This is an optimization exercise on Yosys and OpenROAD, whose aim is small area and a short achievable clock period, not a production implementation. RTL that was checked went through simulation tests only; none was proved equivalent to the original. Power is estimated from default activity; no workload was simulated.

==> run a: inputs <==
==> flow/design.v (excerpt) <==
module mem_responder_top (
    input  logic       clk,
    input  logic       rst,
    input  logic       req,
    input  logic       we,
    input  logic [7:0] addr,
    input  logic [7:0] wdata,
    output logic [7:0] rdata,
    output logic       ack,
    output logic       err,
    output logic       busy
);
    mem_responder #(.DW(8), .AW(8), .DEPTH(200), .WAIT(2)) u_resp (
        .clk(clk), .rst(rst), .req(req), .we(we), .addr(addr), .wdata(wdata),
        .rdata(rdata), .ack(ack), .err(err), .busy(busy));
endmodule
clock: 4.5 ns
lec_check: 0
abc_clock_period_in_ps: 2200
cap_margin: 20
core_margin: 2
core_utilization: 50
cts_buf_list: sky130_fd_sc_hd__clkbuf_8
cts_cluster_diameter: 50
cts_cluster_size: 10
setup_slack_margin: 2.3
slew_margin: 20
tns_end_percent: 10
standard.sh (not shown) runs the stock make flow with config.mk's settings and CLKGATE_MAP_FILE= SYNTH_SCRIPT=/design/flow/synth_recipe.tcl, a recipe that flattens the netlist after the stock synthesis.
==> flow/flow/run.sh <==
#!/bin/bash
# Standard ORFS layout (the standard.sh), with the port buffers made of buf_4 cells
# instead of whatever buffer_ports picks by default (it has been picking delay cells).
set -euo pipefail
bash standard.sh finish 'BUFFER_PORTS_ARGS=-buffer_cell sky130_fd_sc_hd__buf_4' > make_finish.log 2>&1
==> inputs of run b, as changes to run a <==
--- a/flow/design.v
+++ b/flow/design.v
@@ -43,20 +43,17 @@
     logic [NG-1:0] gr_q;
     logic [2:0]    xr_q;
     logic [DW-1:0] wdata_q;
     logic [DW-1:0] rdata_q;
     logic [2:0] ph_q;            
     logic       ph2_q;
-    logic          wp1_q;
-    logic [NG-1:0] preg_q;       
-    logic [DW-1:0] s0 [NR];      
-    logic [DW-1:0] s1 [NR];
-    logic [DW-1:0] s2 [NR];
-    logic [DW-1:0] t0;           
-    logic [DW-1:0] t1;
-    logic [DW-1:0] grp_q [NG];
+    logic       wp1_q, pre_q;
+    logic [DW-1:0] x2 [2];       
+    logic [DW-1:0] t1;           
+    logic [DW-1:0] grpb [4];     
+    logic [DW-1:0] grpx_q;       
     logic          a_hi, a_inr;
     logic [1:0]    a_word;
     logic [2:0]    a_tp;
     logic [15:0]   a_lo;
     logic [NG-1:0] a_gr;
     logic [2:0]    a_xr;
@@ -81,54 +78,40 @@
             default: a_tp = 3'b001;
         endcase
     end
     logic          stage2, accessing, commit, win, preset;
     logic          at_tap_q, at_next_q;    
     logic          is2_q;                  
-    logic [15:0]   lo_sel;
     logic [2:0]    xr_sel;
-    logic [NR:0]   rsel;
+    logic [NR:64]  rsel;
     logic [DW-1:0] rd;
-    logic [NR:0]   sset;
-    for (genvar r = 0; r < 64; r++) begin : g_sel
-        assign rsel[r] = gr_q[r / 16] && lo_q[r % 16];
-        assign sset[r] = preg_q[r / 16] && lo_q[r % 16];
-    end
-    for (genvar r = 64; r <= NR; r++) begin : g_selx
-        assign rsel[r] = gr_q[4] && xr_q[r - 64];
-        assign sset[r] = preg_q[4] && xr_q[r - 64];
-    end
+    assign rsel[64] = gr_q[4] && xr_q[0];
+    assign rsel[65] = gr_q[4] && xr_q[1];
+    assign rsel[66] = gr_q[4] && xr_q[2];
     assign stage2    = busy_q && !ack_q && (st_q == 2'd2);
     assign accessing = busy_q && !ack_q && (st_q == 2'd3);
     assign commit    = accessing && !rst && wr_q;
     assign win       = ((stage2 || accessing) && !rst) || wp1_q;
     assign preset    = wr_q && at_tap_q && win;
-    assign lo_sel = busy_q ? lo_q : a_lo;
     assign xr_sel = busy_q ? xr_q : a_xr;
-    logic [DW-1:0] grp_d [NG];
-    always_comb begin
-        for (int g = 0; g < 4; g++) begin
-            grp_d[g] = '0;
-            for (int i = 0; i < 16; i++)
-                if (lo_sel[i]) grp_d[g] = grp_d[g] | s2[16 * g + i];
-        end
-        grp_d[4] = '0;
+    logic [DW-1:0] grp_x;
+    always_comb begin
+        grp_x = '0;
         for (int i = 0; i < 2; i++)
-            if (xr_sel[i]) grp_d[4] = grp_d[4] | s2[64 + i];
-        if (xr_sel[2]) grp_d[4] = grp_d[4] | t1;
+            if (xr_sel[i]) grp_x = grp_x | x2[i];
+        if (xr_sel[2]) grp_x = grp_x | t1;
     end
     always_comb begin
         rd = '0;
         for (int g = 0; g < NG; g++)
-            if (gr_q[g]) rd = rd | grp_q[g];
+            if (gr_q[g]) rd = rd | (g < 4 ? grpb[g % 4] : grpx_q);
     end
     logic restore;
-    logic [DW-1:0] setd [NG];
+    logic [DW-1:0] setd_x;
     assign restore = accessing && rst;
-    always_comb
-        for (int g = 0; g < NG; g++) setd[g] = restore ? grp_q[g] : wdata_q;
+    assign setd_x  = restore ? grpx_q : wdata_q;
     logic [2:0] ph_d, tp_d;
     logic       ph2_d, w1_d, is2_d;
     assign ph_d  = {ph_q[1], ph_q[0], !(ph_q[1] || ph_q[0])};
     assign ph2_d = !ph2_q;
     assign tp_d  = busy_q ? tp_q : a_tp;
     assign w1_d  = busy_q ? w1_q : a_word[0];
@@ -136,15 +119,14 @@
     always_ff @(posedge clk) begin
         at_tap_q  <= is2_d ? (w1_d ^ ph2_d) : |(tp_d & ph_d);
         at_next_q <= is2_d ? !(w1_d ^ ph2_d) : |({tp_d[1:0], tp_d[2]} & ph_d);
         ph_q  <= ph_d;
         ph2_q <= !ph2_q;
         wp1_q <= commit;
-        preg_q <= {NG{preset}} & gr_q;
-        if (!busy_q || (at_tap_q && !ack_q))
-            for (int g = 0; g < NG; g++) grp_q[g] <= grp_d[g];
+        pre_q <= preset;
+        grpx_q <= grp_x;
     end
     always_ff @(posedge clk) begin
         if (rst) begin
             busy_q <= 1'b0;
             ack_q  <= 1'b0;
             err_q  <= 1'b0;
@@ -179,24 +161,88 @@
             gr_q    <= a_gr;
             xr_q    <= a_xr;
             wdata_q <= wdata;
         end
     end
     always_ff @(posedge clk) begin
-        rdata_q <= rd;
-    end
-    for (genvar r = 0; r < NR; r++) begin : g_ring
-        always_ff @(posedge clk) begin
-            s0[r] <= ~(s2[r] | {DW{preset && rsel[r]}});
-            s1[r] <= ~(s0[r] | ({DW{sset[r]}} & ~setd[r < 64 ? r / 16 : 4]));
-            s2[r] <= s1[r];
-        end
-    end
-    always_ff @(posedge clk) begin
-        t0 <= ~(t1 | {DW{preset && rsel[NR]}});
-        t1 <= ~(t0 | ({DW{sset[NR]}} & ~setd[4]));
-    end
+        if (!ack_q && at_next_q) rdata_q <= rd;
+    end
+    for (genvar g = 0; g < 4; g++) begin : g_bank
+        mem_responder_bank #(.DW(DW)) u_bank (
+            .clk(clk), .idle(!busy_q), .a_lo(a_lo), .lo_q(lo_q),
+            .pre(preset && gr_q[g]), .set(pre_q && gr_q[g]), .restore(restore),
+            .wdata_q(wdata_q), .grp_q(grpb[g]));
+    end
+    for (genvar i = 0; i < 2; i++) begin : g_xring
+        mem_responder_ring3 #(.DW(DW)) u_ring (
+            .clk(clk), .pre(preset && rsel[64 + i]), .set(pre_q && rsel[64 + i]),
+            .nd(~setd_x), .tap(x2[i]));
+    end
+    mem_responder_ring2 #(.DW(DW)) u_ring2 (
+        .clk(clk), .pre(preset && rsel[NR]), .set(pre_q && rsel[NR]), .nd(~setd_x), .tap(t1));
     assign rdata = rdata_q;
     assign ack   = ack_q;
     assign err   = err_q;
     assign busy  = busy_q;
 endmodule
+module mem_responder_bank #(
+    parameter int DW = 8
+) (
+    input  logic          clk,
+    input  logic          idle,
+    input  logic [15:0]   a_lo,
+    input  logic [15:0]   lo_q,
+    input  logic          pre,
+    input  logic          set,
+    input  logic          restore,
+    input  logic [DW-1:0] wdata_q,
+    output logic [DW-1:0] grp_q
+);
+    logic [DW-1:0] tap [16];
+    logic [DW-1:0] setd, grp_d;
+    logic [15:0]   lo_sel;
+    assign setd   = restore ? grp_q : wdata_q;
+    assign lo_sel = idle ? a_lo : lo_q;
+    for (genvar i = 0; i < 16; i++) begin : g_ring
+        mem_responder_ring3 #(.DW(DW)) u_ring (
+            .clk(clk), .pre(pre && lo_q[i]), .set(set && lo_q[i]), .nd(~setd), .tap(tap[i]));
+    end
+    always_comb begin
+        grp_d = '0;
+        for (int i = 0; i < 16; i++)
+            if (lo_sel[i]) grp_d = grp_d | tap[i];
+    end
+    always_ff @(posedge clk) grp_q <= grp_d;
+endmodule
+module mem_responder_ring3 #(
+    parameter int DW = 8
+) (
+    input  logic          clk,
+    input  logic          pre,
+    input  logic          set,
+    input  logic [DW-1:0] nd,
+    output logic [DW-1:0] tap
+);
+    logic [DW-1:0] q0, q1, q2;
+    always_ff @(posedge clk) begin
+        q0 <= ~(q2 | {DW{pre}});
+        q1 <= ~(q0 | ({DW{set}} & nd));
+        q2 <= q1;
+    end
+    assign tap = q2;
+endmodule
+module mem_responder_ring2 #(
+    parameter int DW = 8
+) (
+    input  logic          clk,
+    input  logic          pre,
+    input  logic          set,
+    input  logic [DW-1:0] nd,
+    output logic [DW-1:0] tap
+);
+    logic [DW-1:0] q0, q1;
+    always_ff @(posedge clk) begin
+        q0 <= ~(q1 | {DW{pre}});
+        q1 <= ~(q0 | ({DW{set}} & nd));
+    end
+    assign tap = q1;
+endmodule
==> flow/config.mk (replaced) <==
export PLATFORM = sky130hd
export DESIGN_NAME = mem_responder_top
export DESIGN_NICKNAME = mem_responder_top
export VERILOG_FILES = /design/flow/design.v
export SDC_FILE = /design/flow/constraint.sdc
export NUM_CORES = 4
export LEC_CHECK = 0
export ABC_CLOCK_PERIOD_IN_PS = 2200
export CAP_MARGIN = 20
export CORE_MARGIN = 2
export CORE_UTILIZATION = 70
export CTS_BUF_LIST = sky130_fd_sc_hd__clkbuf_16
export CTS_CLUSTER_DIAMETER = 60
export CTS_CLUSTER_SIZE = 24
export PLACE_DENSITY = 0.85
export SETUP_SLACK_MARGIN = 2.3
export SLEW_MARGIN = 20
export SYNTH_HIERARCHICAL = 1
export TNS_END_PERCENT = 10
==> inputs of run c, as changes to run a <==
--- a/flow/design.v
+++ b/flow/design.v
@@ -43,20 +43,17 @@
     logic [NG-1:0] gr_q;
     logic [2:0]    xr_q;
     logic [DW-1:0] wdata_q;
     logic [DW-1:0] rdata_q;
     logic [2:0] ph_q;            
     logic       ph2_q;
-    logic          wp1_q;
-    logic [NG-1:0] preg_q;       
-    logic [DW-1:0] s0 [NR];      
-    logic [DW-1:0] s1 [NR];
-    logic [DW-1:0] s2 [NR];
-    logic [DW-1:0] t0;           
-    logic [DW-1:0] t1;
-    logic [DW-1:0] grp_q [NG];
+    logic       wp1_q, pre_q;
+    logic [DW-1:0] x2 [2];       
+    logic [DW-1:0] t1;           
+    logic [DW-1:0] grpb [4];     
+    logic [DW-1:0] grpx_q;       
     logic          a_hi, a_inr;
     logic [1:0]    a_word;
     logic [2:0]    a_tp;
     logic [15:0]   a_lo;
     logic [NG-1:0] a_gr;
     logic [2:0]    a_xr;
@@ -81,54 +78,40 @@
             default: a_tp = 3'b001;
         endcase
     end
     logic          stage2, accessing, commit, win, preset;
     logic          at_tap_q, at_next_q;    
     logic          is2_q;                  
-    logic [15:0]   lo_sel;
     logic [2:0]    xr_sel;
-    logic [NR:0]   rsel;
+    logic [NR:64]  rsel;
     logic [DW-1:0] rd;
-    logic [NR:0]   sset;
-    for (genvar r = 0; r < 64; r++) begin : g_sel
-        assign rsel[r] = gr_q[r / 16] && lo_q[r % 16];
-        assign sset[r] = preg_q[r / 16] && lo_q[r % 16];
-    end
-    for (genvar r = 64; r <= NR; r++) begin : g_selx
-        assign rsel[r] = gr_q[4] && xr_q[r - 64];
-        assign sset[r] = preg_q[4] && xr_q[r - 64];
-    end
+    assign rsel[64] = gr_q[4] && xr_q[0];
+    assign rsel[65] = gr_q[4] && xr_q[1];
+    assign rsel[66] = gr_q[4] && xr_q[2];
     assign stage2    = busy_q && !ack_q && (st_q == 2'd2);
     assign accessing = busy_q && !ack_q && (st_q == 2'd3);
     assign commit    = accessing && !rst && wr_q;
     assign win       = ((stage2 || accessing) && !rst) || wp1_q;
     assign preset    = wr_q && at_tap_q && win;
-    assign lo_sel = busy_q ? lo_q : a_lo;
     assign xr_sel = busy_q ? xr_q : a_xr;
-    logic [DW-1:0] grp_d [NG];
-    always_comb begin
-        for (int g = 0; g < 4; g++) begin
-            grp_d[g] = '0;
-            for (int i = 0; i < 16; i++)
-                if (lo_sel[i]) grp_d[g] = grp_d[g] | s2[16 * g + i];
-        end
-        grp_d[4] = '0;
+    logic [DW-1:0] grp_x;
+    always_comb begin
+        grp_x = '0;
         for (int i = 0; i < 2; i++)
-            if (xr_sel[i]) grp_d[4] = grp_d[4] | s2[64 + i];
-        if (xr_sel[2]) grp_d[4] = grp_d[4] | t1;
+            if (xr_sel[i]) grp_x = grp_x | x2[i];
+        if (xr_sel[2]) grp_x = grp_x | t1;
     end
     always_comb begin
         rd = '0;
         for (int g = 0; g < NG; g++)
-            if (gr_q[g]) rd = rd | grp_q[g];
+            if (gr_q[g]) rd = rd | (g < 4 ? grpb[g % 4] : grpx_q);
     end
     logic restore;
-    logic [DW-1:0] setd [NG];
+    logic [DW-1:0] setd_x;
     assign restore = accessing && rst;
-    always_comb
-        for (int g = 0; g < NG; g++) setd[g] = restore ? grp_q[g] : wdata_q;
+    assign setd_x  = restore ? grpx_q : wdata_q;
     logic [2:0] ph_d, tp_d;
     logic       ph2_d, w1_d, is2_d;
     assign ph_d  = {ph_q[1], ph_q[0], !(ph_q[1] || ph_q[0])};
     assign ph2_d = !ph2_q;
     assign tp_d  = busy_q ? tp_q : a_tp;
     assign w1_d  = busy_q ? w1_q : a_word[0];
@@ -136,15 +119,14 @@
     always_ff @(posedge clk) begin
         at_tap_q  <= is2_d ? (w1_d ^ ph2_d) : |(tp_d & ph_d);
         at_next_q <= is2_d ? !(w1_d ^ ph2_d) : |({tp_d[1:0], tp_d[2]} & ph_d);
         ph_q  <= ph_d;
         ph2_q <= !ph2_q;
         wp1_q <= commit;
-        preg_q <= {NG{preset}} & gr_q;
-        if (!busy_q || (at_tap_q && !ack_q))
-            for (int g = 0; g < NG; g++) grp_q[g] <= grp_d[g];
+        pre_q <= preset;
+        grpx_q <= grp_x;
     end
     always_ff @(posedge clk) begin
         if (rst) begin
             busy_q <= 1'b0;
             ack_q  <= 1'b0;
             err_q  <= 1'b0;
@@ -179,24 +161,88 @@
             gr_q    <= a_gr;
             xr_q    <= a_xr;
             wdata_q <= wdata;
         end
     end
     always_ff @(posedge clk) begin
-        rdata_q <= rd;
-    end
-    for (genvar r = 0; r < NR; r++) begin : g_ring
-        always_ff @(posedge clk) begin
-            s0[r] <= ~(s2[r] | {DW{preset && rsel[r]}});
-            s1[r] <= ~(s0[r] | ({DW{sset[r]}} & ~setd[r < 64 ? r / 16 : 4]));
-            s2[r] <= s1[r];
-        end
-    end
-    always_ff @(posedge clk) begin
-        t0 <= ~(t1 | {DW{preset && rsel[NR]}});
-        t1 <= ~(t0 | ({DW{sset[NR]}} & ~setd[4]));
-    end
+        if (!ack_q && at_next_q) rdata_q <= rd;
+    end
+    for (genvar g = 0; g < 4; g++) begin : g_bank
+        mem_responder_bank #(.DW(DW)) u_bank (
+            .clk(clk), .idle(!busy_q), .a_lo(a_lo), .lo_q(lo_q),
+            .pre(preset && gr_q[g]), .set(pre_q && gr_q[g]), .restore(restore),
+            .wdata_q(wdata_q), .grp_q(grpb[g]));
+    end
+    for (genvar i = 0; i < 2; i++) begin : g_xring
+        mem_responder_ring3 #(.DW(DW)) u_ring (
+            .clk(clk), .pre(preset && rsel[64 + i]), .set(pre_q && rsel[64 + i]),
+            .nd(~setd_x), .tap(x2[i]));
+    end
+    mem_responder_ring2 #(.DW(DW)) u_ring2 (
+        .clk(clk), .pre(preset && rsel[NR]), .set(pre_q && rsel[NR]), .nd(~setd_x), .tap(t1));
     assign rdata = rdata_q;
     assign ack   = ack_q;
     assign err   = err_q;
     assign busy  = busy_q;
 endmodule
+module mem_responder_bank #(
+    parameter int DW = 8
+) (
+    input  logic          clk,
+    input  logic          idle,
+    input  logic [15:0]   a_lo,
+    input  logic [15:0]   lo_q,
+    input  logic          pre,
+    input  logic          set,
+    input  logic          restore,
+    input  logic [DW-1:0] wdata_q,
+    output logic [DW-1:0] grp_q
+);
+    logic [DW-1:0] tap [16];
+    logic [DW-1:0] setd, grp_d;
+    logic [15:0]   lo_sel;
+    assign setd   = restore ? grp_q : wdata_q;
+    assign lo_sel = idle ? a_lo : lo_q;
+    for (genvar i = 0; i < 16; i++) begin : g_ring
+        mem_responder_ring3 #(.DW(DW)) u_ring (
+            .clk(clk), .pre(pre && lo_q[i]), .set(set && lo_q[i]), .nd(~setd), .tap(tap[i]));
+    end
+    always_comb begin
+        grp_d = '0;
+        for (int i = 0; i < 16; i++)
+            if (lo_sel[i]) grp_d = grp_d | tap[i];
+    end
+    always_ff @(posedge clk) grp_q <= grp_d;
+endmodule
+module mem_responder_ring3 #(
+    parameter int DW = 8
+) (
+    input  logic          clk,
+    input  logic          pre,
+    input  logic          set,
+    input  logic [DW-1:0] nd,
+    output logic [DW-1:0] tap
+);
+    logic [DW-1:0] q0, q1, q2;
+    always_ff @(posedge clk) begin
+        q0 <= ~(q2 | {DW{pre}});
+        q1 <= ~(q0 | ({DW{set}} & nd));
+        q2 <= q1;
+    end
+    assign tap = q2;
+endmodule
+module mem_responder_ring2 #(
+    parameter int DW = 8
+) (
+    input  logic          clk,
+    input  logic          pre,
+    input  logic          set,
+    input  logic [DW-1:0] nd,
+    output logic [DW-1:0] tap
+);
+    logic [DW-1:0] q0, q1;
+    always_ff @(posedge clk) begin
+        q0 <= ~(q1 | {DW{pre}});
+        q1 <= ~(q0 | ({DW{set}} & nd));
+    end
+    assign tap = q1;
+endmodule
--- a/flow/config.mk
+++ b/flow/config.mk
@@ -6,12 +6,13 @@
 export NUM_CORES = 4
 export LEC_CHECK = 0
 export ABC_CLOCK_PERIOD_IN_PS = 2200
 export CAP_MARGIN = 20
 export CORE_MARGIN = 2
 export CORE_UTILIZATION = 50
-export CTS_BUF_LIST = sky130_fd_sc_hd__clkbuf_8
-export CTS_CLUSTER_DIAMETER = 50
-export CTS_CLUSTER_SIZE = 10
+export CTS_BUF_LIST = sky130_fd_sc_hd__clkbuf_16
+export CTS_CLUSTER_DIAMETER = 60
+export CTS_CLUSTER_SIZE = 24
 export SETUP_SLACK_MARGIN = 2.3
 export SLEW_MARGIN = 20
+export SYNTH_HIERARCHICAL = 1
 export TNS_END_PERCENT = 10
==> results.txt <==
Between run a and run c, the lower via count is in run c (gap 10%, measured against run c). Die area: run b < run a < run c. Power: run b < run a < run c. The lowest final cell count belongs to run b, the highest to run c.
For run a, only the layout was checked, not whether the RTL still works.

-- afterwards: timing with drivers on the ports --
The flow's constraints put no driver on any port. The routed layouts listed below were extracted and timed again, unchanged, in two steps.
Step 1: set_driving_cell puts a clkbuf_16 on clk and a buf_2 on each other input, an assumption about the parent block.
Step 2 adds t to the input delays and takes it off the output delays; t is the mean of the earliest and latest rising clock arrival at the registers after step 1. Input paths then give back, and output paths get back, about the clock's delay inside the block.
Slacks: ideal ports / drivers / drivers and shift; pairs: ideal ports / drivers.
| run | shift t [ns] | slack for setup (ns) | slew at the worst register clock pin (ns) | worst data-port slew with drivers (ns) |
|---|---|---|---|---|
| run a | 0.912 | 2.066 / 2.007 / 1.336 | 0.08 / 0.08 | 0.16 |
| run b | 0.707 | 2.129 / 2.107 / 1.482 | 0.10 / 0.10 | 0.12 |
| run c | 0.750 | 2.196 / 2.133 / 1.451 | 0.09 / 0.09 | 0.07 |
After both steps every run listed still meets setup and hold. For run c, which loses most, drivers alone change the setup slack by -0.063 ns; drivers and shift together by -0.745 ns.
